Background: an optimization exercise with open tools, aiming at small area, a short achievable clock period and few clock cycles. Do not read the settings as production practice. Where RTL was checked, it was by simulation tests only, not by an equivalence proof against the original. Only the layout flow was run in runs 3, 4 and 7 to 9; the RTL was not checked for function there. Power and IR drop assume default switching activity.

$ cat flow/design.v
module inst_cache #(
  parameter int unsigned INC_BITS = 6
) (
  input  logic        clk,
  input  logic        rst,
  input  logic [15:0] instAddr,
  output logic        hit,
  output logic [15:0] instruction,
  output logic        memReq,
  output logic [15:0] memAddr,
  input  logic [15:0] memData,
  input  logic        memReady
);
  logic [15:0] memAddr_q;
  logic [15:0] same;        
  logic [3:0]  nibNe;       
  logic        notReady;    
  logic        loHit, hiSame;
  ic_xnor16 u_same (.a(memAddr_q), .b(instAddr), .y(same));
  ic_nand4  u_ne0  (.a(same[3:0]),   .y(nibNe[0]));
  ic_nand4  u_ne1  (.a(same[7:4]),   .y(nibNe[1]));
  ic_nand4  u_ne2  (.a(same[11:8]),  .y(nibNe[2]));
  ic_nand4  u_ne3  (.a(same[15:12]), .y(nibNe[3]));
  ic_nrdy   u_nrdy (.rst(rst), .ready(memReady), .y(notReady));
  ic_nor3   u_lo   (.a(nibNe[0]), .b(nibNe[1]), .c(notReady), .y(loHit));
  ic_nor2   u_hi   (.a(nibNe[2]), .b(nibNe[3]), .y(hiSame));
  ic_and2   u_hit  (.a(loHit), .b(hiSame), .y(hit));
  assign instruction = memData;
  assign memReq      = !rst;
  assign memAddr     = memAddr_q;
  always_ff @(posedge clk) begin
    memAddr_q <= {instAddr[15:INC_BITS], instAddr[INC_BITS-1:0] + INC_BITS'(hit)};
  end
endmodule
module ic_xnor16 (
  input  logic [15:0] a,
  input  logic [15:0] b,
  output logic [15:0] y
);
  assign y = ~(a ^ b);
endmodule
module ic_nand4 (
  input  logic [3:0] a,
  output logic       y
);
  assign y = ~&a;
endmodule
module ic_nrdy (
  input  logic rst,
  input  logic ready,
  output logic y
);
  assign y = rst | ~ready;
endmodule
module ic_nor3 (
  input  logic a,
  input  logic b,
  input  logic c,
  output logic y
);
  assign y = ~(a | b | c);
endmodule
module ic_nor2 (
  input  logic a,
  input  logic b,
  output logic y
);
  assign y = ~(a | b);
endmodule
module ic_and2 (
  input  logic a,
  input  logic b,
  output logic y
);
  assign y = a & b;
endmodule
$ cat flow/config.mk
export PLATFORM = sky130hd
export DESIGN_NAME = inst_cache
export DESIGN_NICKNAME = inst_cache
export VERILOG_FILES = /design/flow/design.v
export SDC_FILE = /design/flow/constraint.sdc
export NUM_CORES = 4
export LEC_CHECK = 0
export CAP_MARGIN = 20
export CORE_AREA = 3 3 87 87
export CTS_BUF_LIST = sky130_fd_sc_hd__clkbuf_4
export DIE_AREA = 0 0 90 90
export SETUP_SLACK_MARGIN = 3
export SLEW_MARGIN = 20
export SYNTH_HIERARCHICAL = 1
export SYNTH_MINIMUM_KEEP_SIZE = 0
$ cat flow/constraint.sdc
create_clock -name core_clock -period 5.5 [get_ports {clk}]
set_input_delay 1.1000 -clock core_clock [delete_from_list [all_inputs] [get_ports {clk}]]
set_output_delay 1.1000 -clock core_clock [all_outputs]
set_load 0.01 [all_outputs]
$ cat flow/run.sh
#!/bin/bash
# synth_recipe.tcl (not shown) runs the flow's synth.tcl, then flattens the netlist and writes it again
# the make line also repeats each setting of config.mk as NAME=value (left out here)
make -C /OpenROAD-flow-scripts/flow DESIGN_CONFIG=/design/flow/config.mk WORK_HOME=/design/flow/orfs CLKGATE_MAP_FILE= SYNTH_SCRIPT=/design/flow/synth_recipe.tcl finish
==> impl_metrics.toml, run 1 <==
[status]
outcome = "timing/DRC/antenna clean"

[route]
drt_iter0_drc = 10
wire_per_inst_um = 8.90
routed_wl_um = 1650
via_per_inst = 2.79
ant_nets = 0
post-route-drc-count = 0
via_count = 517
firstDrtPassIters = 3

[job]
max_cap_violations = 0

[timing]
max_slew_margin_pct = 88.2
hold_viol = 0
holdWs_ns = 0.914
drv_slew = 0
setup_tns_ns = 0
clock.fmax_ghz = 0.323
setup_viol = 0
tightest_slew_ns = 0.176
rsz0062_at_grt = "true"
fin_skew_ns = 0.00509
finalCriticalPeriod_ns = 3.10
fin_crit_sh_pct = 56.3

[cells_and_area]
drive_gt1_share_pct = 35.9
num-nets-final = 130
largest_register = "memAddr_q"
area_growth_syn_to_layout_pct = 65.5
reg.largest.list = "memAddr_q: 16 flops"
largest_reg_flops = 16
diodes = 0
stdcell_count = 185
final_cell_mix = "16 x dfxtp_1, 16 x clkdlybuf4s50_1, 9 x xnor2_1, 9 x xnor2_2, 9 x dlygate4sd2_1"
fin_area_mm2 = 0.00119
finish.utilization_pct = 18.1

[worst_hold_path]
holdCritStartpoint = "instAddr[7]"
min_delay_path_depth = 1
worstHoldEndpoint = "memAddr_q[7]"
hp-class = "in -> reg"

[power_and_ir_drop]
p_comb_share_pct = 20.4
vdd_drop_max_mv = 0.0860
p_leak_nw = 0.479
power_frac_seq_pct = 52.3
switching_share_pct = 26.0
p_sw_uw = 63.3
power.density_mw_per_mm2 = 204
internal_power_uw = 181
clkPwrFrac_pct = 27.3

[place]
dpl_cell_area_mm2 = 0.00111
gp_congestion = 0.660
place_inst = 179
place_hpwl_um = 1320
io_buffers = 36

[die]
rows = 29
io_pins = 69
die_area_mm2 = 0.00810
die_h_um = 90
dieWidth_um = 90
initial_core_util_pct = 10.9
coreArea_mm2 = 0.00660

[setup_path]
cp_slowest_stage_delay_ns = 0.23
worstSetupPathType = "in -> out"
reg2reg_from = "memAddr_q[5]"
arrival_ns = 2.00
reg2reg_slack_ns = 3.65
cp_data_required_time_ns = 4.40
crit_family = "simple AND/OR/NAND/NOR gates"
crit_buf_inv = 2
path_cells = "buf_8 -> xnor2_2 -> nand4_1 -> nor3_4 -> and2_4 -> buf_6"
slowest_stage = "nor3_4"
worstSetupStartpointType = "input pin"
cp_max_fo = 3
worstReg2RegEnd = "memAddr_q[5]"
worstSetupEndpointType = "output port"
rr_worst_depth = 9

[synthesis]
synth_seq_area_share_pct = 44.4
synth_area_um2 = 722
ys_ff_latch = 16
synth.avg_cell_area_um2 = 10.9
synthCells = 66
synth_nets = 103
ys_types = 14
ys_warn_count = 7

[grt]
overflow = 0
grt_max_degree = 10
use_met2_pct = 6.78
grt_pass1_wl_um = 2690
grt_pass1_vias = 555
gr-usage-met3_pct = 3.42
top_usage_layer = "met2"
antenna_found_initial = 0
grtUsageMet1_pct = 4.35
grt_usage_pct = 4.26

[clock_tree]
cts_tree = "done"
cts_buffer_depth = 2
cts_buffers = 3
clkLatencyLatePin_ns = 0.29
htree_levels = 1
clkSinkCount = 16
hold_buffers = 0
clk_pin_slew_ns = 0.10
cts_root_buf = "clkbuf_4"
worst max-delay path by stage:
stage	startpoint	endpoint	cells after the start
after detailed placement	instAddr[4]	hit	6
after floorplan	instAddr[1]	hit	4
after global placement	instAddr[4]	hit	6
final	instAddr[4]	hit	6
after global routing	instAddr[15]	hit	6
after CTS	instAddr[7]	hit	6
synth_stat cells:
cell type,n,share of area (%)
xor2_1,2,2.4
nand2b_1,1,0.87
nand3_2,1,1.4
nor3_2,1,1.4
xnor2_1,18,22
and3_4,1,1.6
and2_1,1,0.87
nand3_1,1,0.69
inv_1,1,0.52
nand4_1,4,3.5
dfxtp_1,16,44
buf_4,16,17
nor2_1,1,0.52
ha_1,2,3.5
per-stage QoR:
| step | total power, mW | setup slack, ns |
|---|---|---|
| floorplan | 0.159 | 2.78 |
| CTS | 0.249 | 2.39 |
| global route | 0.260 | 2.31 |
| global placement | 0.179 | 1.53 |
| finish | 0.244 | 2.40 |
| detailed placement | 0.179 | 1.51 |
per-module statistics from Yosys (local to each module, per instance):
module      flops+latches  cell area (µm²)  cells inside  copies in the design
ic_nand4                0             6.26             1                     4
ic_and2                 0             6.26             1                     1
ic_nrdy                 0             6.26             1                     1
inst_cache             16              531            42                     1
ic_nor3                 0             10.0             1                     1
ic_nor2                 0             3.75             1                     1
ic_xnor16               0              140            16                     1
repair_timing:
item	4_1_cts	5_1_grt
hold endpoints to repair	0	0
resized for setup	64	5
setup buffers	1	1
pin swaps	13	7
setup endpoints to repair	7	2
layout make-up:
type | instances | area, µm²
Inverter | 1 | 3.75
Tap cell | 93 | 116
Fill cell | 747 | 5410
Clock buffer | 3 | 22.5
Sequential cell | 16 | 320
Timing Repair Buffer | 38 | 357
Clock inverter | 1 | 3.75
Multi-Input combinational cell | 33 | 372
logic make-up after synthesis:
group | synth area share, %
simple gates | 10.7
xor+xnor | 24.3
fa+ha+maj | 3.47
buf+inv | 17.2
flops | 44.4
power by group through the flow:
stage / Clock, mW / Sequential (mW) / Combinational [mW]
2_1_floorplan: 0 / 0.132 / 0.0267
3_3_place_gp: 0 / 0.130 / 0.0495
3_5_place_dp: 0 / 0.130 / 0.0497
4_1_cts: 0.0723 / 0.127 / 0.0494
5_1_grt: 0.0781 / 0.128 / 0.0539
6_report: 0.0667 / 0.128 / 0.0497
routing by layer:
layer,vias up,wire length (µm)
met1,240,643
li1,250,-
met4,0,0
met5,-,0
met3,0,234
met2,27,768
Testbench counts, summed over its fixed seeds: cycles 33,817.
==> run 2: changes to the inputs <==
--- a/flow/config.mk
+++ b/flow/config.mk
@@ -11,3 +11,3 @@
 export DIE_AREA = 0 0 90 90
-export SETUP_SLACK_MARGIN = 3
+export SETUP_SLACK_MARGIN = 2.3
 export SLEW_MARGIN = 20
==> run 2 against run 1 <==
Against the previous run: still clean; register-to-register slack barely moved; die area unchanged; global-route usage barely moved; combinational power is 11% lower; first-iteration DRC count fell by 20%; wire length grew 2.8%; setup slack worse by 0.035 ns; sequential share of layout area grew 2.3 points; cell area decreased by 8.0%; total power down 1.7%; maximum frequency fell by 1.1%; final cell count is 0.54% lower; critical endpoint unchanged.
==> impl_metrics.toml, run 2 <==
[status]
outcome = "timing/DRC/antenna clean"

[synthesis]
synth_area_um2 = 722
synth_most_common_cell = "xnor2_1"
synth_top_cell_by_area = "dfxtp_1"
ys_ff_latch = 16
synth_seq_area_share_pct = 44.4
async_reset_ff_share_pct = 0
ys_warn_count = 7
synthCells = 66
ys.flop_type = "dfxtp_1"
synth_nets = 103
ys_types = 14
synth.area.top_cells = "dfxtp_1 44%, xnor2_1 22%, buf_4 17%"
synth_top_cell_area_share_pct = 44.4
synth_common_cells = "18 x xnor2_1, 16 x buf_4, 16 x dfxtp_1"
synth.avg_cell_area_um2 = 10.9
synth_edf_count = 0

[grt]
grt_pass1_vias = 528
grt_pass1_wl_um = 2690
grt_max_degree = 10
overflow = 0
grt_usage_pct = 4.30
antenna_found_initial = 0

[route]
drt_iter0_drc = 8
via_per_inst = 2.69
ant_nets = 0
post-route-drc-count = 0
routed_wl_um = 1690
via_count = 495
firstDrtPassIters = 2
wire_per_inst_um = 9.20

[place]
gp_congestion = 0.606
dpl_cell_area_mm2 = 0.00108
io_buffers = 36

[clock_tree]
hold_buffers = 0
clkLatencyLatePin_ns = 0.29
cts_buffer_depth = 2
cts_buffers = 3
clk_pin_slew_ns = 0.10
cts_root_buf = "clkbuf_4"
htree_levels = 1
clkSinkCount = 16
cts_tree = "done"

[timing]
setup_viol = 0
holdWs_ns = 0.930
clock.fmax_ghz = 0.319
rsz0062_at_grt = "false"
drv_slew = 0
fin_crit_sh_pct = 56.9
tightest_slew_ns = 0.166
max_slew_margin_pct = 88.9
hold_viol = 0
setup_tns_ns = 0
finalCriticalPeriod_ns = 3.13
fin_skew_ns = 0.00365

[power_and_ir_drop]
power.density_mw_per_mm2 = 218
p_leak_nw = 0.434
vdd_drop_max_mv = 0.0804

[setup_path]
slowest_stage = "nor3_4"
worstSetupStartpointType = "input pin"
cp_max_fo = 4
arrival_ns = 2.03
crit_family = "simple AND/OR/NAND/NOR gates"
startpoint = "instAddr[3]"
reg2reg_from = "memAddr_q[3]"
path_cells = "buf_2 -> xnor2_2 -> nand4_1 -> nor3_4 -> and2_4 -> buf_6"
crit_buf_inv = 2
worstSetupPathType = "in -> out"
worstSetupEndpointType = "output port"
cp_slowest_stage_delay_ns = 0.22
cp_data_required_time_ns = 4.40

[cells_and_area]
reg.largest.list = "memAddr_q: 16 flops"
largest_register = "memAddr_q"
fin_area_mm2 = 0.00110
drive_gt1_share_pct = 23.1
final_cell_mix = "17 x clkdlybuf4s50_1, 16 x dfxtp_1, 15 x xnor2_1, 10 x dlygate4sd2_1"
area_growth_syn_to_layout_pct = 52.3
seqCellArea_um2 = 320
diodes = 0
final_common_cell = "clkdlybuf4s50_1"
num-nets-final = 129
largest_reg_flops = 16
multi_input_area_um2 = 317
fillers = 767

[worst_hold_path]
holdCritStartpoint = "instAddr[7]"
hp-class = "in -> reg"

[job]
max_cap_violations = 0

[die]
dieWidth_um = 90
rows = 29
io_pins = 69
die_h_um = 90
die_area_mm2 = 0.00810
coreArea_mm2 = 0.00660
initial_core_util_pct = 10.9
## run 2: cell counts after synthesis
Identical to the previous run, type by type.
## run 2: per-module statistics from Yosys (local to each module, per instance)
| module | cells | cell area (µm²) |
|---|---|---|
| inst_cache | 42 | 531 |
| ic_nor2 | 1 | 3.75 |
| ic_nand4 | 1 | 6.26 |
| ic_nor3 | 1 | 10.0 |
| ic_nrdy | 1 | 6.26 |
| ic_and2 | 1 | 6.26 |
| ic_xnor16 | 16 | 140 |
## run 2: metal layers
layer	track usage (%)	up-vias	wire, µm	share of wire [%]
met4	0.638	0	12	0.71
li1	-	252	-	-
met5	0	-	0	0
met2	6.29	31	718	42
met1	5.01	208	710	42
met3	3.42	4	251	15
## run 2: layout make-up
cell class | instances | share of cell area, %
clock buffers | 3 | 2.05
clock inverters | 1 | 0.341
inverters | 1 | 0.341
multi-input cells | 33 | 28.8
flip-flops and latches | 16 | 29.1
well taps | 93 | 10.6
repair buffers | 37 | 28.8
## run 2: where the power goes
| group | leakage, nW | internal [mW] | switching [mW] | total, mW |
|---|---|---|---|---|
| clock network | 0.0154 | 0.0264 | 0.0426 | 0.0689 |
| registers | 0.135 | 0.122 | 0.00440 | 0.127 |
| logic | 0.284 | 0.0272 | 0.0171 | 0.0444 |
## run 2: cell families (layout without fill, tap and decap cells)
group | count (synthesis) | count (layout) | share of synthesized area, %
adder cells (fa/ha/maj) | 2 | 2 | 3.47
AND/OR/NAND/NOR | 11 | 11 | 10.7
XOR/XNOR | 20 | 20 | 24.3
buffers and inverters | 17 | 42 | 17.2
flip-flops | 16 | 16 | 44.4
## run 2: worst paths after layout
check | to | slack, ns | cells past startpoint
worst max-delay path | hit | 2.37 | 6
worst min-delay path | memAddr_q[7] | 0.93 | 1
worst max register to register | memAddr_q[4] | 3.64 | 9
worst min register to register | memAddr_q[0] | 1.03 | 6
## run 2: stage by stage
step / worst slack [ns] / std cells / total power, mW / util [%]
6_report: 2.37 / 184 / 0.240 / 16.7
5_1_grt: 2.31 / 184 / 0.256 / 16.7
4_1_cts: 2.30 / 184 / 0.247 / 17.0
3_5_place_dp: 1.50 / 179 / 0.177 / 16.3
3_3_place_gp: 1.47 / 179 / 0.177 / 16.3
2_1_floorplan: 2.71 / 66 / 0.157 / -
## run 2: what timing repair did
action                     4_1_cts  5_1_grt
setup buffers                    1        0
pin swaps                       15        9
setup endpoints to repair        1        1
resized for setup               44        6
==> run 3: changes to the inputs <==
==> flow/design.v (replaced) <==
module inst_cache #(
  parameter int unsigned INC_BITS = 6
) (
  input  logic        clk,
  input  logic        rst,
  input  logic [15:0] instAddr,
  output logic        hit,
  output logic [15:0] instruction,
  output logic        memReq,
  output logic [15:0] memAddr,
  input  logic [15:0] memData,
  input  logic        memReady
);
  logic [15:0] memAddr_q;
  logic [15:0] diff;        
  logic [3:0]  nibEq;       
  logic        anyDiff;     
  logic        notReady;    
  ic_xor16  u_diff (.a(memAddr_q), .b(instAddr), .y(diff));
  ic_nor4   u_eq0  (.a(diff[3:0]),   .y(nibEq[0]));
  ic_nor4   u_eq1  (.a(diff[7:4]),   .y(nibEq[1]));
  ic_nor4   u_eq2  (.a(diff[11:8]),  .y(nibEq[2]));
  ic_nor4   u_eq3  (.a(diff[15:12]), .y(nibEq[3]));
  ic_nand4  u_ne   (.a(nibEq),       .y(anyDiff));
  ic_nrdy   u_nrdy (.rst(rst), .ready(memReady), .y(notReady));
  ic_nor2   u_hit  (.a(anyDiff), .b(notReady), .y(hit));
  assign instruction = memData;
  assign memReq      = !rst;
  assign memAddr     = memAddr_q;
  always_ff @(posedge clk) begin
    memAddr_q <= {instAddr[15:INC_BITS], instAddr[INC_BITS-1:0] + INC_BITS'(hit)};
  end
endmodule
module ic_xor16 (
  input  logic [15:0] a,
  input  logic [15:0] b,
  output logic [15:0] y
);
  assign y = a ^ b;
endmodule
module ic_nor4 (
  input  logic [3:0] a,
  output logic       y
);
  assign y = ~|a;
endmodule
module ic_nand4 (
  input  logic [3:0] a,
  output logic       y
);
  assign y = ~&a;
endmodule
module ic_nrdy (
  input  logic rst,
  input  logic ready,
  output logic y
);
  assign y = rst | ~ready;
endmodule
module ic_nor2 (
  input  logic a,
  input  logic b,
  output logic y
);
  assign y = ~(a | b);
endmodule
==> flow/flow/run.sh (new file) <==
#!/bin/bash
# Standard ORFS layout, with the port buffers inserted as the smallest plain
# buffer (sky130_fd_sc_hd__buf_1) so the resizer can size them like any other
# buffer.  make's full output goes to flow_make.log; ORFS's per-step logs stay
# under orfs/logs.
set -euo pipefail
bash standard.sh "BUFFER_PORTS_ARGS=-buffer_cell sky130_fd_sc_hd__buf_1" finish > flow_make.log 2>&1
==> flow/standard.sh (new file) <==
#!/bin/bash
# synth_recipe.tcl (not shown) runs the flow's synth.tcl, then flattens the netlist and writes it again
# the make line also repeats each setting of config.mk as NAME=value (left out here)
make -C /OpenROAD-flow-scripts/flow DESIGN_CONFIG=/design/flow/config.mk WORK_HOME=/design/flow/orfs CLKGATE_MAP_FILE= SYNTH_SCRIPT=/design/flow/synth_recipe.tcl "${@:-finish}"
removed: flow/run.sh
==> run 3 against run 2 <==
Against the previous run: wire length increased by 6.1%; clock skew grew 0.0056 ns; register-to-register slack got worse by 0.74 ns; combinational power shrank 16%; largest cell class is now multi-input combinational cells; area after synthesis rose by 2.1%; non-clock buffer count up 7; first-iteration DRC count grew 63%; total power fell by 3.4%; still clean; largest power group unchanged; hold slack lost 0.033 ns; sequential cell count stayed put.
==> impl_metrics.toml, run 3 <==
[route]
firstDrtPassIters = 4
routed_wl_um = 1800
drt_iter0_drc = 13
via_count = 528
wire_per_inst_um = 9.45
post-route-drc-count = 0
via_per_inst = 2.78
ant_nets = 0

[clock_tree]
clk_pin_slew_ns = 0.11
htree_levels = 1
cts_buffer_depth = 2
clkLatencyLatePin_ns = 0.29
cts_buffers = 3
cts_root_buf = "clkbuf_4"
hold_buffers = 0
clkSinkCount = 16
cts_tree = "done"

[grt]
antenna_found_initial = 0
grt_usage_pct = 4.65
grt_pass1_vias = 556
overflow = 0
grt_pass1_wl_um = 2860
grt_max_degree = 10

[timing]
fin_skew_ns = 0.00925
hold_viol = 0
tightest_slew_ns = 0.280
fin_crit_sh_pct = 59.4
setup_tns_ns = 0
rsz0062_at_grt = "true"
drv_slew = 0
max_slew_margin_pct = 81.2
clock.fmax_ghz = 0.306
setup_viol = 0
finalCriticalPeriod_ns = 3.27

[cells_and_area]
area_growth_syn_to_layout_pct = 45.8
reg.largest.list = "memAddr_q: 16 flops"
largest_register = "memAddr_q"
num-nets-final = 135
fillers = 765
diodes = 0
largest_reg_flops = 16
stdcell_count = 190
seqCellArea_um2 = 320
final_cell_mix = "30 x buf_1, 16 x xor2_1, 16 x dfxtp_1, 7 x buf_6"
drive_gt1_share_pct = 27.8
multi_input_area_um2 = 364
final_common_cell = "buf_1"

[synthesis]
synth_area_um2 = 737
synth.area.top_cells = "dfxtp_1 43%, xor2_1 21%, buf_4 16%"
synth_edf_count = 0
synth_nets = 102
async_reset_ff_share_pct = 0
synth_top_cell_by_area = "dfxtp_1"
synth_top_cell_area_share_pct = 43.5
synth_common_cells = "18 x xor2_1, 16 x buf_4, 16 x dfxtp_1"
synth_most_common_cell = "xor2_1"
ys_warn_count = 7
ys_ff_latch = 16
ys.flop_type = "dfxtp_1"
synthCells = 65
synth_seq_area_share_pct = 43.5
synth.avg_cell_area_um2 = 11.3
ys_types = 13

[setup_path]
endpoint = "hit"
cp_max_fo = 2
arrival_ns = 2.17
reg2reg_from = "memAddr_q[10]"
startpoint = "instAddr[10]"
worstReg2RegEnd = "memAddr_q[5]"
worstSetupEndpointType = "output port"
rr_worst_depth = 16
worstSetupPathType = "in -> out"
reg2reg_slack_ns = 2.90
cp_data_required_time_ns = 4.40
worstSetupStartpointType = "input pin"

[die]
die_area_mm2 = 0.00810
io_pins = 69
coreArea_mm2 = 0.00660
die_h_um = 90
rows = 29
dieWidth_um = 90
initial_core_util_pct = 11.2

[job]
max_cap_violations = 0

[power_and_ir_drop]
vdd_drop_max_mv = 0.0694
power.density_mw_per_mm2 = 216
p_leak_nw = 0.392

[status]
outcome = "timing/DRC/antenna clean"

[place]
io_buffers = 36
gp_congestion = 0.601
place_inst = 178
place_hpwl_um = 1390

[worst_hold_path]
hp-class = "in -> reg"
[run 3: cell types whose count changed in the layout (fill, tap and decap cells not counted), moves of 6 or more]
cell / before / now
xor2_1: 2 / 16
dlygate4sd2_1: 10 / 0
clkdlybuf4s50_1: 17 / 0
xnor2_1: 15 / 2
buf_1: 0 / 30
buf_6: 1 / 7
[run 3: logic make-up after synthesis]
| family | after synthesis | synth area share [%] |
|---|---|---|
| and+or+nand+nor | 10 | 12.6 |
| xor gates and xnor gates | 20 | 23.8 |
| DFF | 16 | 43.5 |
| buffers and inverters | 17 | 16.8 |
| adders and majority gates | 2 | 3.40 |
[run 3: layer usage]
metal | global-route usage, % | up-vias | routed length (µm)
met3 | 1.42 | 4 | 170
met1 | 5.61 | 237 | 715
met5 | 0 | - | 0
li1 | - | 255 | -
met2 | 7.34 | 32 | 867
met4 | 2.55 | 0 | 42
[run 3: worst max-delay path: stages]
cell,delay (ns)
buf_8,0.10
xor2_4,0.15
nor4_4,0.34
nand4_1,0.18
nor2_1,0.14
buf_2,0.15
[run 3: repair_timing]
item | CTS | global route
buffers inserted | 8 | 0
cloned | 0 | 0
pin swaps | 6 | 8
setup endpoints to repair | 1 | 6
gates resized for setup | 5 | 21
[run 3: power by group]
group	total (mW)	switching (mW)	internal, mW
Clock	0.0675	0.0411	0.0264
Sequential	0.127	0.00465	0.122
Combinational	0.0374	0.0209	0.0165
Total	0.232	0.0667	0.165
[run 3: modules after synthesis, one instance, submodules excluded]
module | flops+latches | cells inside
ic_nrdy | 0 | 1
ic_nor4 | 0 | 1
ic_nor2 | 0 | 1
inst_cache | 16 | 42
ic_xor16 | 0 | 16
ic_nand4 | 0 | 1
[run 3: cell type report]
cell class                      instances  share of cell area, %
Timing Repair Buffer                   44                   22.7
Tap cell                               93                   10.8
Sequential cell                        16                   29.8
Clock inverter                          1                  0.349
Inverter                                1                  0.349
Clock buffer                            3                   2.10
Multi-Input combinational cell         32                   33.9
[run 3: how the worst min path moves through the flow]
stage	start	end	slack [ns]	cells after the start
final	instAddr[15]	memAddr_q[15]	0.90	1
after global routing	instAddr[15]	memAddr_q[15]	0.87	1
after CTS	instAddr[10]	memAddr_q[10]	0.90	1
after detailed placement	memAddr_q[2]	memAddr_q[0]	0.98	5
after global placement	memAddr_q[2]	memAddr_q[0]	0.98	5
after floorplan	memAddr_q[6]	memAddr_q[0]	0.95	5
[run 3: metrics by stage]
| stage | worst slack (ns) | hold slack [ns] | power, mW | cell area, µm² | utilization (%) |
|---|---|---|---|---|---|
| 6_report | 2.23 | 0.897 | 0.232 | 1070 | 16.3 |
| 5_1_grt | 2.15 | 0.868 | 0.250 | 1070 | 16.3 |
| 4_1_cts | 2.20 | 0.898 | 0.235 | 980 | 14.8 |
| 3_5_place_dp | 2.10 | 0.985 | 0.161 | 868 | 13.1 |
| 3_3_place_gp | 2.12 | 0.982 | 0.160 | 868 | 13.1 |
| 2_1_floorplan | 2.58 | 0.953 | 0.156 | 737 | - |
==> run 4: changes to the inputs <==
--- a/flow/config.mk
+++ b/flow/config.mk
@@ -11,3 +11,2 @@
 export DIE_AREA = 0 0 90 90
-export SETUP_SLACK_MARGIN = 2.3
 export SLEW_MARGIN = 20
==> run 4 against run 3 <==
Against the previous run: global-route usage is 0.44 points lower; area after synthesis stayed put; critical endpoint unchanged; sequential share of layout area is 6.0 points higher; maximum frequency is 2.2% lower; largest power group unchanged.
==> impl_metrics.toml, run 4 <==
[status]
outcome = "timing/DRC/antenna clean"

[synthesis]
synth_top_cell_by_area = "dfxtp_1"
ys_types = 13
synth_most_common_cell = "xor2_1"
synth_top_cell_area_share_pct = 43.5
synth_seq_area_share_pct = 43.5
synth_nets = 102
synth_common_cells = "18 x xor2_1, 16 x buf_4, 16 x dfxtp_1"
synth_edf_count = 0
ys_warn_count = 7
synth_area_um2 = 737
synth.avg_cell_area_um2 = 11.3
async_reset_ff_share_pct = 0
ys.flop_type = "dfxtp_1"
synthCells = 65
ys_ff_latch = 16
synth.area.top_cells = "dfxtp_1 43%, xor2_1 21%, buf_4 16%"

[setup_path]
reg2reg_slack_ns = 3.56
worstSetupStartpointType = "input pin"
cp_data_required_time_ns = 4.40
worstReg2RegEnd = "memAddr_q[4]"
worstSetupEndpointType = "output port"
cp_max_fo = 2
crit_family = "simple AND/OR/NAND/NOR gates"
rr_worst_depth = 8
reg2reg_from = "memAddr_q[9]"
slowest_stage = "nor4_2"
crit_buf_inv = 2
path_common_cell = "buf_1"
arrival_ns = 2.24
path_cells = "buf_1 -> xor2_1 -> nor4_2 -> nand4_1 -> nor2_1 -> buf_1"
worstSetupPathType = "in -> out"
cp_slowest_stage_delay_ns = 0.37

[clock_tree]
clkSinkCount = 16
ctsResizeCount = 0
cts_root_buf = "clkbuf_4"
cts_buffer_depth = 2
post_cts_buffers = 0
cts_buffers = 3
clk_pin_slew_ns = 0.10
hold_buffers = 0
htree_levels = 1
cts_tree = "done"
clkLatencyLatePin_ns = 0.29

[route]
ant_nets = 0
firstDrtPassIters = 3
drt_iter0_drc = 14
wire_per_inst_um = 8.81
post-route-drc-count = 0
via_count = 485
wl_met1_um = 720
dr_wl_met2_um = 699
routed-wl-met3_um = 142
via_per_inst = 2.66
routed_wl_um = 1600
top_layer = "met4"

[timing]
rsz0062_at_grt = "false"
max_slew_margin_pct = 77.8
setup_tns_ns = 0
setup_viol = 0
fin_ws_ns = 2.16
fin_crit_sh_pct = 60.7
fin_skew_ns = 0.00552
hold_viol = 0
clock.fmax_ghz = 0.299
tightest_slew_ns = 0.330
drv_slew = 0
finalCriticalPeriod_ns = 3.34

[die]
die_h_um = 90
die_area_mm2 = 0.00810
dieWidth_um = 90
coreArea_mm2 = 0.00660
io_pins = 69
rows = 29
initial_core_util_pct = 11.2

[worst_hold_path]
min_delay_path_depth = 1
holdCritStartpoint = "instAddr[12]"
hp-class = "in -> reg"
worstHoldEndpoint = "memAddr_q[12]"

[power_and_ir_drop]
power.density_mw_per_mm2 = 250
vdd_drop_max_mv = 0.0681
p_total_uw = 224
p_leak_nw = 0.313

[grt]
grt_pass1_vias = 513
antenna_found_initial = 0
grt_usage_pct = 4.21
overflow = 0
grt_max_degree = 10
grt_pass1_wl_um = 2580

[place]
io_buffers = 36
place_hpwl_um = 1390
gp_congestion = 0.601
dp_worst_setup_slack_ns = 2.10
place_inst = 178

[cells_and_area]
final_common_cell = "buf_1"
largest_register = "memAddr_q"
area_growth_syn_to_layout_pct = 21.4
stdcell_count = 182
num-nets-final = 127
final_cell_mix = "36 x buf_1, 18 x xor2_1, 16 x dfxtp_1, 4 x nor4_2, 3 x clkbuf_4"
finish.utilization_pct = 13.5
reg.largest.list = "memAddr_q: 16 flops"
diodes = 0
largest_reg_flops = 16
drive_gt1_share_pct = 10.1

[job]
max_cap_violations = 0
## run 4: cell counts after synthesis
No cell type changed its count.
## run 4: area by class of cell
type,count,area [µm²]
tap,93,116
clock buffer,3,22.5
inverter,1,3.75
clock inverter,1,3.75
fill,774,5710
sequential,16,320
multi-input combinational,32,293
timing repair buffer,36,135
## run 4: report_power, final
part           switching [mW]  internal (mW)
sequential            0.00379          0.122
combinational          0.0183         0.0125
clock                  0.0404         0.0264
total                  0.0625          0.161
## run 4: kinds of logic (layout without fill, tap and decap cells)
group                      after synthesis  count (layout)  synth area share [%]
DFF                                     16              16                  43.5
xor gates and xnor gates                20              20                  23.8
and+or+nand+nor                         10              10                  12.6
adders and majority gates                2               2                  3.40
buffers and inverters                   17              41                  16.8
## run 4: worst max-delay path by stage
stage	from	endpoint	slack, ns	cells after the start
5_1_grt	instAddr[9]	hit	1.95	6
2_1_floorplan	instAddr[9]	hit	2.58	4
6_report	instAddr[9]	hit	2.16	6
3_3_place_gp	instAddr[9]	hit	2.12	6
3_5_place_dp	instAddr[9]	hit	2.10	6
4_1_cts	instAddr[9]	hit	2.09	6
## run 4: per-module statistics from Yosys, one instance, submodules excluded
| module | area [µm²] | cells inside | times used |
|---|---|---|---|
| ic_nor4 | 12.5 | 1 | 4 |
| ic_nand4 | 6.26 | 1 | 1 |
| ic_xor16 | 140 | 16 | 1 |
| ic_nrdy | 6.26 | 1 | 1 |
| ic_nor2 | 3.75 | 1 | 1 |
| inst_cache | 531 | 42 | 1 |
## run 4: metal layers
layer / vias to the layer above / track usage [%]
li1: 245 / -
met3: 4 / 1.42
met2: 30 / 6.35
met5: - / 0
met1: 206 / 5.15
met4: 0 / 2.55
## run 4: per-stage QoR
| step | area [µm²] | hold slack (ns) |
|---|---|---|
| 6_report | 895 | 0.939 |
| 2_1_floorplan | 737 | 0.953 |
| 3_5_place_dp | 868 | 0.985 |
| 4_1_cts | 895 | 0.913 |
| 3_3_place_gp | 868 | 0.982 |
| 5_1_grt | 895 | 0.917 |
==> run 5: changes to the inputs <==
==> flow/design.v (replaced) <==
module inst_cache #(
  parameter int unsigned INDEX_BITS  = 2,
  parameter int unsigned OFFSET_BITS = 2
) (
  input  logic        clk,
  input  logic        rst,
  input  logic [15:0] instAddr,
  output logic        hit,
  output logic [15:0] instruction,
  output logic        memReq,
  output logic [15:0] memAddr,
  input  logic [15:0] memData,
  input  logic        memReady
);
  localparam int unsigned TAG_BITS = 16 - INDEX_BITS - OFFSET_BITS;
  localparam int unsigned LINES    = 1 << INDEX_BITS;
  localparam int unsigned WORDS    = 1 << OFFSET_BITS;
  logic                   act_q;                  
  logic [15:0]            memAddr_q;
  logic [WORDS-1:0]       valid_q [LINES];
  logic [TAG_BITS-1:0]    tagArr  [LINES];
  logic [15:0]            dataArr [LINES][WORDS];
  logic [TAG_BITS-1:0]    reqTag, fillTag;
  logic [INDEX_BITS-1:0]  reqIdx, fillIdx;
  logic [OFFSET_BITS-1:0] reqOff, fillOff;
  logic                   cacheHit, fwdHit, fill;
  assign reqTag  = instAddr[15 -: TAG_BITS];
  assign reqIdx  = instAddr[OFFSET_BITS +: INDEX_BITS];
  assign reqOff  = instAddr[0 +: OFFSET_BITS];
  assign fillTag = memAddr_q[15 -: TAG_BITS];
  assign fillIdx = memAddr_q[OFFSET_BITS +: INDEX_BITS];
  assign fillOff = memAddr_q[0 +: OFFSET_BITS];
  assign cacheHit    = valid_q[reqIdx][reqOff] && (tagArr[reqIdx] == reqTag);
  assign fwdHit      = act_q && memReady && (memAddr_q == instAddr);
  assign fill        = act_q && memReady;
  assign hit         = cacheHit || fwdHit;
  assign instruction = cacheHit ? dataArr[reqIdx][reqOff] : memData;
  assign memReq      = act_q;
  assign memAddr     = memAddr_q;
  always_ff @(posedge clk or posedge rst) begin
    if (rst) act_q <= 1'b0;
    else     act_q <= 1'b1;
  end
  always_ff @(posedge clk) begin
    if (!hit)      memAddr_q <= instAddr;
    else if (fill) memAddr_q <= memAddr_q + 16'd1;
  end
  always_ff @(posedge clk or posedge rst) begin
    if (rst) begin
      for (int i = 0; i < LINES; i++) valid_q[i] <= '0;
    end else if (fill) begin
      if (tagArr[fillIdx] != fillTag) valid_q[fillIdx] <= WORDS'(1) << fillOff;
      else                            valid_q[fillIdx][fillOff] <= 1'b1;
    end
  end
  always_ff @(posedge clk) begin
    if (fill) begin
      tagArr[fillIdx]           <= fillTag;
      dataArr[fillIdx][fillOff] <= memData;
    end
  end
endmodule
==> flow/run.sh (new file) <==
#!/bin/bash
# synth_recipe.tcl (not shown) runs the flow's synth.tcl, then flattens the netlist and writes it again
# the make line also repeats each setting of config.mk as NAME=value (left out here)
make -C /OpenROAD-flow-scripts/flow DESIGN_CONFIG=/design/flow/config.mk WORK_HOME=/design/flow/orfs CLKGATE_MAP_FILE= SYNTH_SCRIPT=/design/flow/synth_recipe.tcl finish
--- a/flow/config.mk
+++ b/flow/config.mk
@@ -9,6 +9,4 @@
 export CORE_AREA = 3 3 87 87
-export CTS_BUF_LIST = sky130_fd_sc_hd__clkbuf_4
 export DIE_AREA = 0 0 90 90
+export SETUP_SLACK_MARGIN = 2
 export SLEW_MARGIN = 20
-export SYNTH_HIERARCHICAL = 1
-export SYNTH_MINIMUM_KEEP_SIZE = 0
removed: flow/flow/run.sh
removed: flow/standard.sh
==> run 5 against run 4 <==
Against the previous run: synthesized cell count grew to 11 times the previous value; the run now fails in global placement without I/O; area after synthesis grew to 20 times the previous value.
==> impl_metrics.toml, run 5 <==
[synthesis]
synth_top_cell_by_area = "edfxtp_1"
ys_ff_latch = 339
synth_nets = 751
synth_edf_count = 320
synth.area.top_cells = "edfxtp_1 67%, mux4_2 16%, dfrtp_1 3.0%"
synth_top_cell_area_share_pct = 66.7
synthMuxAreaShare_pct = 19.3
synth.avg_cell_area_um2 = 20.2
synth_fa_ha_area_share_pct = 0.348
synth_most_common_cell = "edfxtp_1"
synth_area_mm2 = 0.0144
ys.flop_type = "edfxtp_1"
synthSimpleGateAreaFrac_pct = 3.83
ys_types = 48
synthCells = 712
synth-compound-area-share_pct = 1.79
synth_seq_area_share_pct = 70.0
async_reset_ff_share_pct = 5.01
synth_common_cells = "320 x edfxtp_1, 104 x mux4_2, 40 x xnor2_1"
synth_top_family_by_area = "multiplexers"
synth_xor_area_share_pct = 3.22
ys_warn_count = 2

[status]
error = "[ERROR GPL-0301] Utilization 235.962 % exceeds 100%."
lastStage = "global placement without I/O"
outcome = "did not finish"

[die]
die_h_um = 90
initial_core_util_pct = 218
rows = 29
dieWidth_um = 90
==> run 5: changes by cell type after synthesis, moves of 17 or more <==
| cell | delta |
|---|---|
| and2_1 | +17 |
| clkbuf_1 | +17 |
| dfrtp_1 | +17 |
| edfxtp_1 | +320 |
| mux2_2 | +17 |
| mux4_2 | +104 |
| xnor2_1 | +38 |
==> run 5: kinds of logic after synthesis <==
family          count (synthesis)
mux                           138
flops                         339
compound gates                 34
other cells                     1
xor+xnor                       53
buf+inv                        44
fa+ha+maj                       4
simple gates                   99
Testbench counts of run 5, summed over its fixed seeds: cycles 31,103.
==> run 6: changes to the inputs <==
--- a/flow/config.mk
+++ b/flow/config.mk
@@ -8,4 +8,4 @@
 export CAP_MARGIN = 20
-export CORE_AREA = 3 3 87 87
-export DIE_AREA = 0 0 90 90
+export CORE_MARGIN = 2
+export CORE_UTILIZATION = 40
 export SETUP_SLACK_MARGIN = 2
==> run 6 against run 5 <==
Against the previous run: the run now finishes clean; area after synthesis stayed put; synthesized cell count stayed put.
==> impl_metrics.toml, run 6 <==
[status]
outcome = "timing/DRC/antenna clean"

[grt]
grt_max_degree = 32
overflow = 0
gr-usage-met3_pct = 3.30
grtUsageMet1_pct = 24.2
top_usage_layer = "met2"
grt_pass1_wl_um = 51500
antenna_found_initial = 0
grt_pass1_vias = 7948
grt_usage_pct = 18.6
use_met2_pct = 31.7

[timing]
fin_skew_ns = 0.0200
setup_viol = 0
fin_crit_sh_pct = 80.6
setup_tns_ns = 0
tightest_slew_ns = 1.02
max_slew_margin_pct = 32.0
rsz0062_at_grt = "true"
finalCriticalPeriod_ns = 4.43
clock.fmax_ghz = 0.226
hold_viol = 0
drv_slew = 0

[setup_path]
cp_max_fo = 14
worstSetupStartpointType = "input pin"
worstSetupPathType = "in -> out"
arrival_ns = 3.33
cp_data_required_time_ns = 4.40
worstSetupEndpointType = "output port"

[die]
coreArea_mm2 = 0.0355
die_h_um = 194
rows = 69
dieWidth_um = 194
io_pins = 69
initial_core_util_pct = 40.6
die_area_mm2 = 0.0375

[synthesis]
synth.avg_cell_area_um2 = 20.2
synthCells = 712
synth_common_cells = "320 x edfxtp_1, 104 x mux4_2, 40 x xnor2_1"
synth_most_common_cell = "edfxtp_1"
ys_warn_count = 2
async_reset_ff_share_pct = 5.01
synth_top_cell_area_share_pct = 66.7
synth_area_mm2 = 0.0144
synth_seq_area_share_pct = 70.0
synth_edf_count = 320
ys.flop_type = "edfxtp_1"
synth.area.top_cells = "edfxtp_1 67%, mux4_2 16%, dfrtp_1 3.0%"
ys_types = 48
synth_nets = 751
synth_top_cell_by_area = "edfxtp_1"
ys_ff_latch = 339

[clock_tree]
clkSinkCount = 339
htree_levels = 2
cts_buffers = 37
cts_tree = "done"
clkLatencyLatePin_ns = 0.52
cts_buffer_depth = 3
cts_root_buf = "clkbuf_16"
clk_pin_slew_ns = 0.05
hold_buffers = 0

[cells_and_area]
largest_register = "dataArr"
num-nets-final = 876
largest_reg_flops = 256
final_cell_mix = "320 x edfxtp_1, 104 x mux4_2, 43 x clkdlybuf4s50_1, 40 x buf_4, 38 x clkbuf_16"
fin_area_mm2 = 0.0174
diodes = 0
multi_input_area_mm2 = 0.00428
drive_gt1_share_pct = 33.1
area_growth_syn_to_layout_pct = 20.9
seqCellArea_mm2 = 0.0101
reg.largest.list = "dataArr: 256 flops, tagArr: 48 flops"
final_common_cell = "edfxtp_1"
fillers = 2869

[route]
post-route-drc-count = 0
firstDrtPassIters = 5
ant_nets = 0
routed_wl_um = 34900
wire_per_inst_um = 26.3
via_count = 7546
drt_iter0_drc = 546
via_per_inst = 5.69

[place]
gp_congestion = 0.891
place_hpwl_um = 19800
dpl_cell_area_mm2 = 0.0158
io_buffers = 68

[job]
max_cap_violations = 0

[power_and_ir_drop]
power.density_mw_per_mm2 = 334
p_leak_nw = 5.92
vdd_drop_max_mv = 0.285

[worst_hold_path]
hp-class = "reg -> reg"
[run 6: cell counts after synthesis]
No cell type changed its count.
[run 6: per-stage QoR]
step,std cells,hold WS (ns),worst slack [ns],utilization (%),power [mW]
after CTS,1323,0.480,1.11,48.9,5.86
final,1327,0.477,1.07,49.1,5.81
after detailed placement,1236,0.468,0.463,44.5,3.34
after floorplan,712,0.441,1.57,-,3.19
after global placement,1236,0.453,0.499,44.5,3.32
after global routing,1327,0.497,1.00,49.1,6.00
[run 6: kinds of logic (layout without fill, tap and decap cells)]
logic type                 Yosys count  count (layout)  share of synthesized area (%)
DFF                                339             339                           70.0
buffers and inverters               44             196                           1.54
and+or+nand+nor                     99             101                           3.83
other                                1               1                         0.0260
AOI/OAI and AO/OA                   34              34                           1.79
adders and majority gates            4               4                          0.348
xor gates and xnor gates            53              53                           3.22
muxes                              138             138                           19.3
[run 6: routing by layer]
metal  part of all wire [%]  wire (µm)
met1                     40      14000
met2                     51      17800
met3                    6.0       2100
met4                    2.9       1020
met5                      0          0
[run 6: report_power, final]
part / total [mW] / switching [mW] / internal, mW
Combinational: 0.397 / 0.192 / 0.205
Clock: 2.50 / 0.999 / 1.50
Sequential: 2.91 / 0.0413 / 2.87
Total: 5.81 / 1.23 / 4.58
[run 6: timing repair]
action,in CTS,in global routing
setup endpoints to repair,17,17
setup buffers,16,4
gates resized for setup,107,6
cloned,3,0
pin swaps,7,6
[run 6: cell type report]
type                            count  area share [%]
Sequential cell                   339            57.9
Clock inverter                     20            1.26
Tap cell                          461            3.31
Clock buffer                       48            5.85
Timing Repair Buffer              120            7.00
Inverter                            8           0.172
Multi-Input combinational cell    331            24.6
[run 6: final timing paths]
kind,slack [ns],endpoint,cells past startpoint,start
max,1.07,instruction[14],11,instAddr[2]
min,0.48,valid_q[3][3],1,valid_q[3][3]
max reg2reg,2.50,valid_q[1][1],6,register
min reg2reg,0.48,valid_q[3][3],1,valid_q[3][3]
max in group asynchronous,3.96,valid_q[0][3],2,rst
min in group asynchronous,1.10,valid_q[1][2],2,rst
[run 6: critical path, cell delays in order]
cell and delay [ns]:
buf_12 0.10, buf_16 0.14, mux4_2 0.54, xnor2_2 0.20, nand2_1 0.09, and4bb_4 0.36, buf_12 0.15, buf_12 0.11
nand2_8 0.09, mux2_2 0.28, buf_2 0.14
==> run 7: changes to the inputs <==
--- a/flow/design.v
+++ b/flow/design.v
@@ -17,3 +17,2 @@
   localparam int unsigned WORDS    = 1 << OFFSET_BITS;
-  logic                   act_q;                  
   logic [15:0]            memAddr_q;
@@ -33,12 +32,8 @@
   assign cacheHit    = valid_q[reqIdx][reqOff] && (tagArr[reqIdx] == reqTag);
-  assign fwdHit      = act_q && memReady && (memAddr_q == instAddr);
-  assign fill        = act_q && memReady;
+  assign fwdHit      = !rst && memReady && (memAddr_q == instAddr);
+  assign fill        = !rst && memReady;
   assign hit         = cacheHit || fwdHit;
   assign instruction = cacheHit ? dataArr[reqIdx][reqOff] : memData;
-  assign memReq      = act_q;
+  assign memReq      = !rst;
   assign memAddr     = memAddr_q;
-  always_ff @(posedge clk or posedge rst) begin
-    if (rst) act_q <= 1'b0;
-    else     act_q <= 1'b1;
-  end
   always_ff @(posedge clk) begin
==> flow/flow/run.sh (new file) <==
#!/bin/bash
# Standard ORFS layout, with the port buffers inserted as the smallest plain
# buffer (sky130_fd_sc_hd__buf_1) so the resizer can size them like any other
# buffer.  make's full output goes to flow_make.log; ORFS's per-step logs stay
# under orfs/logs.
set -euo pipefail
bash standard.sh "BUFFER_PORTS_ARGS=-buffer_cell sky130_fd_sc_hd__buf_1" finish > flow_make.log 2>&1
==> flow/standard.sh (new file) <==
#!/bin/bash
# synth_recipe.tcl (not shown) runs the flow's synth.tcl, then flattens the netlist and writes it again
# the make line also repeats each setting of config.mk as NAME=value (left out here)
make -C /OpenROAD-flow-scripts/flow DESIGN_CONFIG=/design/flow/config.mk WORK_HOME=/design/flow/orfs CLKGATE_MAP_FILE= SYNTH_SCRIPT=/design/flow/synth_recipe.tcl "${@:-finish}"
--- a/flow/config.mk
+++ b/flow/config.mk
@@ -10,3 +10,3 @@
 export CORE_UTILIZATION = 40
-export SETUP_SLACK_MARGIN = 2
+export SETUP_SLACK_MARGIN = 0
 export SLEW_MARGIN = 20
removed: flow/run.sh
==> run 7 against run 6 <==
Against the previous run: global-route usage shrank 1.4 points; clock skew grew 0.0039 ns; sequential power is essentially flat; core utilization shrank 2.7 points; critical path type unchanged; register-to-register slack gained 0.14 ns; critical path depth shrank 1; die area shrank 0.12%; total power shrank 4.6%; combinational power shrank 16%.
==> impl_metrics.toml, run 7 <==
[setup_path]
cp_num_cells = 10
worstSetupPathType = "in -> out"
worstSetupStartpointType = "input pin"
cp_max_fo = 19
slowest_stage = "or4_1"
crit_buf_inv = 5
worstSetupEndpointType = "output port"
arrival_ns = 3.87
path_common_cell = "buf_4"
cp_data_required_time_ns = 4.40
path_cells = "clkbuf_2 -> buf_4 -> inv_1 -> a211oi_1 -> a221o_1 -> nand3_1 -> or4_1 -> buf_4 -> mux2_2 -> buf_1"
rr_worst_depth = 6
cp_slowest_stage_delay_ns = 0.51
crit_family = "buffers and inverters"

[cells_and_area]
area_growth_syn_to_layout_pct = 14.3
reg.largest.list = "dataArr: 256 flops, tagArr: 48 flops"
stdcell_count = 1296
largest_reg_flops = 256
num-nets-final = 850
drive_gt1_share_pct = 29.0
final_common_cell = "edfxtp_1"
largest_register = "dataArr"
fillers = 3008
finish.utilization_pct = 46.3
diodes = 0
final_cell_mix = "320 x edfxtp_1, 104 x mux4_2, 65 x buf_1, 38 x clkbuf_16, 37 x xnor2_1"
fin_area_mm2 = 0.0164

[die]
die_h_um = 194
coreArea_mm2 = 0.0355
rows = 69
dieWidth_um = 194
initial_core_util_pct = 40.5
die_area_mm2 = 0.0375
io_pins = 69

[clock_tree]
cts_root_buf = "clkbuf_16"
clkSinkCount = 338
cts_buffers = 37
clk_pin_slew_ns = 0.06
cts_tree = "done"
htree_levels = 2
clkLatencyLatePin_ns = 0.53
ctsResizeCount = 0
cts_buffer_depth = 3
hold_buffers = 0
post_cts_buffers = 0

[worst_hold_path]
min_delay_path_depth = 1
hp-class = "reg -> reg"

[grt]
antenna_found_initial = 0
grt_usage_pct = 17.1
gr-usage-met3_pct = 2.46
grtUsageMet1_pct = 23.8
grt_max_degree = 45
grt_pass1_vias = 7445
use_met2_pct = 28.4
overflow = 0
grt_pass1_wl_um = 48200
top_usage_layer = "met2"

[route]
wire_per_inst_um = 24.7
drt_iter0_drc = 647
ant_nets = 0
post-route-drc-count = 0
routed_wl_um = 31900
firstDrtPassIters = 5
via_per_inst = 5.48
via_count = 7101

[synthesis]
ys_types = 52
synth_top_cell_by_area = "edfxtp_1"
synth.avg_cell_area_um2 = 20.3
synth_top_family_by_area = "multiplexers"
synthSimpleGateAreaFrac_pct = 3.69
synth_edf_count = 320
ys_warn_count = 2
async_reset_ff_share_pct = 4.73
synth_xor_area_share_pct = 3.34
synth_common_cells = "320 x edfxtp_1, 104 x mux4_2, 37 x xnor2_1"
synthMuxAreaShare_pct = 19.4
synth-compound-area-share_pct = 1.75
synth_fa_ha_area_share_pct = 0.348
synth_top_cell_area_share_pct = 66.8
synth.area.top_cells = "edfxtp_1 67%, mux4_2 16%, dfrtp_1 2.8%"
synth_most_common_cell = "edfxtp_1"
ys.flop_type = "edfxtp_1"
synth_nets = 747
synth_seq_area_share_pct = 69.9
synthCells = 708
synth_area_mm2 = 0.0144
ys_ff_latch = 338

[timing]
hold_viol = 0
max_slew_margin_pct = 38.0
finalCriticalPeriod_ns = 4.97
tightest_slew_ns = 0.929
setup_viol = 0
fin_crit_sh_pct = 90.3
drv_slew = 0
rsz0062_at_grt = "false"
fin_skew_ns = 0.0239
clock.fmax_ghz = 0.201
setup_tns_ns = 0

[status]
outcome = "timing/DRC/antenna clean"

[place]
place_inst = 1233
io_buffers = 68
gp_congestion = 0.798
place_hpwl_um = 19500
dpl_cell_area_mm2 = 0.0153

[power_and_ir_drop]
p_leak_nw = 5.41
switching_share_pct = 21.5
vdd_drop_max_mv = 0.225
power_frac_seq_pct = 52.4
p_comb_share_pct = 6.0
internal_power_mw = 4.35
p_total_mw = 5.54
power.density_mw_per_mm2 = 337
clkPwrFrac_pct = 41.5
p_sw_mw = 1.19

[job]
max_cap_violations = 0
run 7: cell count changes after synthesis, moves of 4 or more:
cell,change
nor3_1,-6
nand3_1,-4
nor4_1,+4
mux2_4,-5
buf_6,-4
mux2_2,+8
run 7: stage by stage:
step	setup slack (ns)	hold slack, ns
global route	0.341	0.496
detailed placement	0.483	0.463
floorplan	1.10	0.441
finish	0.534	0.475
global placement	0.529	0.454
CTS	0.473	0.476
run 7: cells by family (layout without fill, tap and decap cells):
logic type,count (synthesis),after routing
flops,338,338
mux,141,141
simple gates,92,92
xor+xnor,54,54
buf+inv,45,172
compound gates,34,34
fa+ha+maj,4,4
run 7: cell type report:
type,count,area (µm²),area share (%)
clock inverter,13,93.8,0.571
timing repair buffer,100,517,3.14
sequential,338,10000,61.1
multi-input combinational,325,4130,25.1
clock buffer,50,1040,6.30
inverter,9,33.8,0.205
tap,461,577,3.51
run 7: final timing paths:
kind | start | endpoint | slack, ns
max | instAddr[2] | instruction[1] | 0.53
min | valid_q[0][3] | valid_q[0][3] | 0.47
max reg2reg | tagArr[3][0] | memAddr_q[10] | 2.64
min reg2reg | valid_q[0][3] | valid_q[0][3] | 0.47
max in group asynchronous | rst | valid_q[2][0] | 4.74
min in group asynchronous | rst | valid_q[2][2] | 0.55
run 7: power by group through the flow:
stage | Sequential, mW | Clock, mW | Combinational (mW)
final | 2.90 | 2.30 | 0.334
after detailed placement | 2.96 | 0 | 0.340
after floorplan | 2.94 | 0 | 0.232
after CTS | 2.90 | 2.35 | 0.341
after global placement | 2.95 | 0 | 0.339
after global routing | 2.91 | 2.45 | 0.363
run 7: metal layers:
layer	routed length, µm	vias to the layer above
li1	-	3117
met1	13800	3768
met4	663	0
met5	0	-
met2	15900	170
met3	1500	46
==> run 8: changes to the inputs <==
--- a/flow/config.mk
+++ b/flow/config.mk
@@ -10,3 +10,3 @@
 export CORE_UTILIZATION = 40
-export SETUP_SLACK_MARGIN = 0
+export SETUP_SLACK_MARGIN = 2
 export SLEW_MARGIN = 20
==> run 8 against run 7 <==
Against the previous run: non-clock buffer count is 9 higher; largest power group unchanged; global-route usage is 0.65 points higher; hold slack worse by 0.0030 ns; count of clock-buffer cells in the layout decreased by 3; sequential share of layout area down 2.1 points; maximum frequency up 12%.
==> impl_metrics.toml, run 8 <==
[place]
place_hpwl_um = 19100
io_buffers = 68
dpl_cell_area_mm2 = 0.0153
dp_worst_setup_slack_ns = 0.410
gp_congestion = 0.823

[synthesis]
synth.avg_cell_area_um2 = 20.3
synth.area.top_cells = "edfxtp_1 67%, mux4_2 16%, dfrtp_1 2.8%"
ys_ff_latch = 338
ys.flop_type = "edfxtp_1"
synth_top_cell_by_area = "edfxtp_1"
synth_common_cells = "320 x edfxtp_1, 104 x mux4_2, 37 x xnor2_1"
synth_area_mm2 = 0.0144
synth_edf_count = 320
synth_most_common_cell = "edfxtp_1"
synth-compound-area-share_pct = 1.75
ys_types = 52
async_reset_ff_share_pct = 4.73
synthSimpleGateAreaFrac_pct = 3.69
synth_top_cell_area_share_pct = 66.8
synth_top_family_by_area = "multiplexers"
synth_xor_area_share_pct = 3.34
synthCells = 708
ys_warn_count = 2
synth_fa_ha_area_share_pct = 0.348
synthMuxAreaShare_pct = 19.4
synth_nets = 747
synth_seq_area_share_pct = 69.9

[job]
max_cap_violations = 0

[cells_and_area]
final_common_cell = "edfxtp_1"
num-nets-final = 860
fin_area_mm2 = 0.0170
reg.largest.list = "dataArr: 256 flops, tagArr: 48 flops"
fillers = 2983
largest_register = "dataArr"
final_cell_mix = "320 x edfxtp_1, 104 x mux4_2, 54 x buf_1, 42 x clkbuf_16, 32 x buf_4"
finish.utilization_pct = 47.9
drive_gt1_share_pct = 33.4
seqCellArea_mm2 = 0.0100
multi_input_area_mm2 = 0.00431
diodes = 0
largest_reg_flops = 256
area_growth_syn_to_layout_pct = 18.3

[power_and_ir_drop]
p_sw_mw = 1.23
switching_share_pct = 21.1
p_leak_nw = 5.69
p_comb_share_pct = 6.3
power.density_mw_per_mm2 = 343
clkPwrFrac_pct = 44.0
power_frac_seq_pct = 49.7
vdd_drop_max_mv = 0.255
internal_power_mw = 4.61

[setup_path]
cp_slowest_stage_delay_ns = 0.62
slowest_stage = "or4_4"
arrival_ns = 3.33
worstSetupPathType = "in -> out"
path_common_cell = "buf_12"
crit_buf_inv = 4
path_cells = "clkbuf_16 -> buf_12 -> nor4bb_4 -> a211oi_2 -> a221o_1 -> nand3_1 -> or4_4 -> buf_12 -> mux2_4 -> buf_1"
worstSetupStartpointType = "input pin"
crit_family = "simple AND/OR/NAND/NOR gates"
worstSetupEndpointType = "output port"
cp_data_required_time_ns = 4.40
cp_max_fo = 9

[status]
outcome = "timing/DRC/antenna clean"

[grt]
overflow = 0
grt_max_degree = 55
grt_pass1_vias = 7361
grt_pass1_wl_um = 49300
antenna_found_initial = 0
grt_usage_pct = 17.8

[clock_tree]
cts_buffer_depth = 3
clkSinkCount = 338
clk_pin_slew_ns = 0.05
cts_tree = "done"
clkLatencyLatePin_ns = 0.52
cts_root_buf = "clkbuf_16"
cts_buffers = 38
htree_levels = 2

[die]
coreArea_mm2 = 0.0355
die_area_mm2 = 0.0375
die_h_um = 194
dieWidth_um = 194
rows = 69
io_pins = 69
initial_core_util_pct = 40.5

[worst_hold_path]
hp-class = "reg -> reg"

[route]
drt_iter0_drc = 657
wire_per_inst_um = 25.4
firstDrtPassIters = 4
ant_nets = 0
routed_wl_um = 33200
via_count = 7233
post-route-drc-count = 0
via_per_inst = 5.52

[timing]
holdWs_ns = 0.472
setup_viol = 0
tightest_slew_ns = 0.942
fin_ws_ns = 1.07
rsz0062_at_grt = "true"
max_slew_margin_pct = 37.1
clock.fmax_ghz = 0.226
hold_viol = 0
fin_skew_ns = 0.0230
drv_slew = 0
fin_crit_sh_pct = 80.5
finalCriticalPeriod_ns = 4.43
setup_tns_ns = 0
run 8: changes by cell type in the layout (fill, tap and decap cells not counted), sizes merged:
cell	change
clkinv	-1
clkbuf	+6
inv	+2
clkinvlp	+2
bufinv	+6
run 8: power groups by stage:
stage,clock [mW],combinational [mW],sequential [mW]
2_1_floorplan,0,0.239,2.94
3_3_place_gp,0,0.343,2.95
3_5_place_dp,0,0.345,2.96
4_1_cts,2.63,0.363,2.90
5_1_grt,2.74,0.397,2.91
6_report,2.57,0.368,2.90
run 8: logic make-up after synthesis:
| logic type | Yosys count |
|---|---|
| multiplexers | 141 |
| flip-flops | 338 |
| AO/OA/AOI/OAI | 34 |
| XOR/XNOR | 54 |
| buffers and inverters | 45 |
| AND/OR/NAND/NOR | 92 |
| adder cells (fa/ha/maj) | 4 |
run 8: path summary, 6_finish.rpt:
| kind | start | endpoint | slack [ns] | cells past startpoint |
|---|---|---|---|---|
| max | instAddr[2] | instruction[15] | 1.07 | 10 |
| min | valid_q[3][3] | valid_q[3][3] | 0.47 | 1 |
| max reg2reg | register | valid_q[0][2] | 2.44 | 6 |
| min reg2reg | valid_q[3][3] | valid_q[3][3] | 0.47 | 1 |
| max in group asynchronous | rst | valid_q[0][2] | 4.62 | 3 |
| min in group asynchronous | rst | valid_q[1][3] | 0.67 | 3 |
run 8: routing by layer:
metal  wire length (µm)  GRT usage [%]  vias up
met5                  0              0        -
met4                464           3.62        0
li1                   -              -     3152
met1              14500           25.0     3846
met3               1840           3.16       34
met2              16500           29.3      201
run 8: per-stage QoR:
| stage | power, mW | cells |
|---|---|---|
| after floorplan | 3.18 | 708 |
| after global placement | 3.30 | 1230 |
| after detailed placement | 3.30 | 1230 |
| after CTS | 5.90 | 1309 |
| after global routing | 6.05 | 1311 |
| final | 5.84 | 1311 |
run 8: area by class of cell:
class | count | area share [%]
Inverter | 9 | 0.221
Clock buffer | 47 | 5.79
Clock inverter | 22 | 1.69
Sequential cell | 338 | 59.1
Multi-Input combinational cell | 325 | 25.3
Timing Repair Buffer | 109 | 4.51
Tap cell | 461 | 3.39
run 8: repair_timing:
item	CTS	global route
pin swaps	2	10
resized for setup	26	29
hold endpoints to repair	0	0
setup buffers	6	1
gates cloned	4	1
endpoints found under the setup margin	47	17
hold buffers	0	0
==> run 9: changes to the inputs <==
--- a/flow/config.mk
+++ b/flow/config.mk
@@ -10,2 +10,3 @@
 export CORE_UTILIZATION = 40
+export CTS_BUF_LIST = sky130_fd_sc_hd__clkbuf_8
 export SETUP_SLACK_MARGIN = 2
==> run 9 against run 8 <==
Against the previous run: via count rose by 1.5%; count of clock-buffer cells in the layout rose by 8; non-clock buffer count increased by 6; critical path type unchanged; clock skew rose by 0.018 ns; hold slack better by 0.00062 ns; area after synthesis is the same; wire length grew 0.87%; total power fell by 8.2%; cell area is 1.2% lower; critical path depth down 1; sequential share of layout area rose by 0.70 points; core utilization decreased by 0.56 points.
==> impl_metrics.toml, run 9 <==
[status]
outcome = "timing/DRC/antenna clean"

[cells_and_area]
fillers = 3018
finish.utilization_pct = 47.4
final_common_cell = "edfxtp_1"
final_cell_mix = "320 x edfxtp_1, 104 x mux4_2, 56 x clkbuf_8, 56 x buf_1, 39 x buf_4"
diodes = 0
drive_gt1_share_pct = 33.6
num-nets-final = 883
largest_register = "dataArr"
reg.largest.list = "dataArr: 256 flops, tagArr: 48 flops"
area_growth_syn_to_layout_pct = 16.9
fin_area_mm2 = 0.0168
largest_reg_flops = 256

[route]
drt_iter0_drc = 590
ant_nets = 0
routed_wl_um = 33500
wire_per_inst_um = 24.8
via_count = 7343
via_per_inst = 5.44
post-route-drc-count = 0
firstDrtPassIters = 5

[die]
io_pins = 69
die_h_um = 194
die_area_mm2 = 0.0375
dieWidth_um = 194
initial_core_util_pct = 40.5
rows = 69
coreArea_mm2 = 0.0355

[grt]
grt_pass1_vias = 7544
grt_usage_pct = 18.1
grt_max_degree = 55
overflow = 0
antenna_found_initial = 0
grt_pass1_wl_um = 49900

[clock_tree]
clkSinkCount = 338
htree_levels = 2
cts_buffer_depth = 3
cts_buffers = 55
clk_pin_slew_ns = 0.06
cts_tree = "done"
clkLatencyLatePin_ns = 0.64
hold_buffers = 0
cts_root_buf = "clkbuf_8"

[setup_path]
slowest_stage = "or4_4"
rr_worst_depth = 6
cp_slowest_stage_delay_ns = 0.64
path_cells = "clkbuf_16 -> and3b_1 -> o21a_1 -> o311ai_4 -> nand3_1 -> or4_4 -> buf_12 -> mux2_4 -> buf_1"
cp_max_fo = 9
reg2reg_slack_ns = 2.50
cp_data_required_time_ns = 4.40
worstSetupPathType = "in -> out"
worstSetupEndpointType = "output port"
worstSetupStartpointType = "input pin"
arrival_ns = 3.32
worstReg2RegEnd = "valid_q[0][3]"

[synthesis]
synth_edf_count = 320
ys.flop_type = "edfxtp_1"
ys_ff_latch = 338
synth_seq_area_share_pct = 69.9
ys_warn_count = 2
synth_top_cell_by_area = "edfxtp_1"
synthCells = 708
synth_nets = 747
synth_most_common_cell = "edfxtp_1"
async_reset_ff_share_pct = 4.73
synth.avg_cell_area_um2 = 20.3
ys_types = 52
synth_top_cell_area_share_pct = 66.8
synth_area_mm2 = 0.0144
synth.area.top_cells = "edfxtp_1 67%, mux4_2 16%, dfrtp_1 2.8%"
synth_common_cells = "320 x edfxtp_1, 104 x mux4_2, 37 x xnor2_1"

[timing]
setup_tns_ns = 0
tightest_slew_ns = 0.976
hold_viol = 0
drv_slew = 0
rsz0062_at_grt = "true"
fin_crit_sh_pct = 80.3
fin_skew_ns = 0.0413
setup_viol = 0
clock.fmax_ghz = 0.226
holdWs_ns = 0.472
max_slew_margin_pct = 34.8
finalCriticalPeriod_ns = 4.42

[power_and_ir_drop]
p_leak_nw = 5.65
power.density_mw_per_mm2 = 319
vdd_drop_max_mv = 0.201

[worst_hold_path]
worstHoldEndpoint = "valid_q[0][1]"
holdCritStartpoint = "valid_q[0][1]"
min_delay_path_depth = 1
hp-class = "reg -> reg"

[place]
io_buffers = 68
dpl_cell_area_mm2 = 0.0153
gp_congestion = 0.823
place_hpwl_um = 19100

[job]
max_cap_violations = 0
run 9: what timing repair did:
item                                    in CTS  in global routing
gates cloned                                 4                  0
endpoints found under the setup margin      42                 17
setup buffers                                5                  9
pin swaps                                    1                  6
resized for setup                           26                 24
run 9: stage by stage:
| step | total power [mW] | setup WS, ns | instances |
|---|---|---|---|
| final | 5.36 | 1.08 | 1350 |
| after detailed placement | 3.30 | 0.410 | 1230 |
| after floorplan | 3.18 | 1.22 | 708 |
| after global routing | 5.57 | 1.01 | 1350 |
| after global placement | 3.30 | 0.467 | 1230 |
| after CTS | 5.42 | 1.05 | 1341 |
run 9: power breakdown:
group / total, mW / internal, mW / switching [mW]
registers: 2.90 / 2.86 / 0.0379
clock network: 2.09 / 1.08 / 1.01
logic: 0.375 / 0.181 / 0.193
run 9: cells by family after synthesis:
kind of cell	Yosys count	synth area share [%]
xor+xnor	54	3.34
buf+inv	45	1.59
mux	141	19.4
simple gates	92	3.69
fa+ha+maj	4	0.348
flops	338	69.9
compound gates	34	1.75
run 9: layer usage:
| metal | vias to the layer above | part of all wire, % | GRT usage (%) |
|---|---|---|---|
| met5 | - | 0 | 0 |
| met3 | 49 | 6.3 | 4.50 |
| met1 | 3872 | 42 | 24.4 |
| li1 | 3197 | - | - |
| met4 | 0 | 1.8 | 5.03 |
| met2 | 225 | 50 | 29.5 |
run 9: how the worst max path moves through the flow:
| stage | start | to | slack (ns) |
|---|---|---|---|
| after global placement | instAddr[2] | instruction[12] | 0.47 |
| final | instAddr[2] | instruction[15] | 1.08 |
| after global routing | instAddr[2] | instruction[15] | 1.01 |
| after floorplan | instAddr[2] | instruction[10] | 1.22 |
| after CTS | instAddr[2] | instruction[12] | 1.05 |
| after detailed placement | instAddr[2] | instruction[12] | 0.41 |
run 9: layout make-up:
cell class | instances | area (µm²) | share of cell area (%)
multi-input combinational | 325 | 4300 | 25.5
inverter | 9 | 37.5 | 0.223
clock buffer | 55 | 757 | 4.50
sequential | 338 | 10000 | 59.8
tap | 461 | 577 | 3.43
clock inverter | 47 | 293 | 1.74
timing repair buffer | 115 | 806 | 4.79
run 9: critical path: cells and delay by family:
family	cells	cell delay (ns)
AND/OR/NAND/NOR	3	0.91
multiplexers	1	0.30
buffers and inverters	3	0.48
AO/OA/AOI/OAI	2	0.50

[static timing again, ports no longer ideal]
Ports are ideal in the flow. The routed layouts listed here were re-timed in OpenROAD. Step 1 sets driving cells, clkbuf_16 on the clock port and buf_2 on the other inputs (assumed; they add their load-dependent delay and slew). Step 2 also shifts input and output timing later by t, the mid clock arrival at the registers, as if the neighbouring blocks saw the same clock. Slacks: no drivers / after step 1 / after step 2; pairs: no drivers / after step 1.
run | shift t [ns] | setup slack, ns | hold WS [ns]
run 1 | 0.307 | 2.404 / 2.364 / 2.364 | 0.914 / 0.935 / 1.040
run 2 | 0.311 | 2.369 / 2.342 / 2.342 | 0.930 / 0.937 / 1.031
run 3 | 0.309 | 2.233 / 2.190 / 2.076 | 0.897 / 0.921 / 1.230
run 4 | 0.308 | 2.160 / 2.137 / 2.137 | 0.939 / 0.937 / 0.990
run 6 | 0.569 | 1.068 / 1.004 / 1.004 | 0.477 / 0.477 / 0.477
run 7 | 0.566 | 0.534 / 0.502 / 0.502 | 0.475 / 0.475 / 0.475
run 8 | 0.569 | 1.073 / 0.869 / 0.869 | 0.472 / 0.472 / 0.472
run 9 | 0.671 | 1.081 / 0.867 / 0.867 | 0.472 / 0.472 / 0.472
After both steps every run listed still meets setup and hold. The setup slack of run 9, which loses most, moves by -0.214 ns with the drivers and by -0.214 ns with both steps.
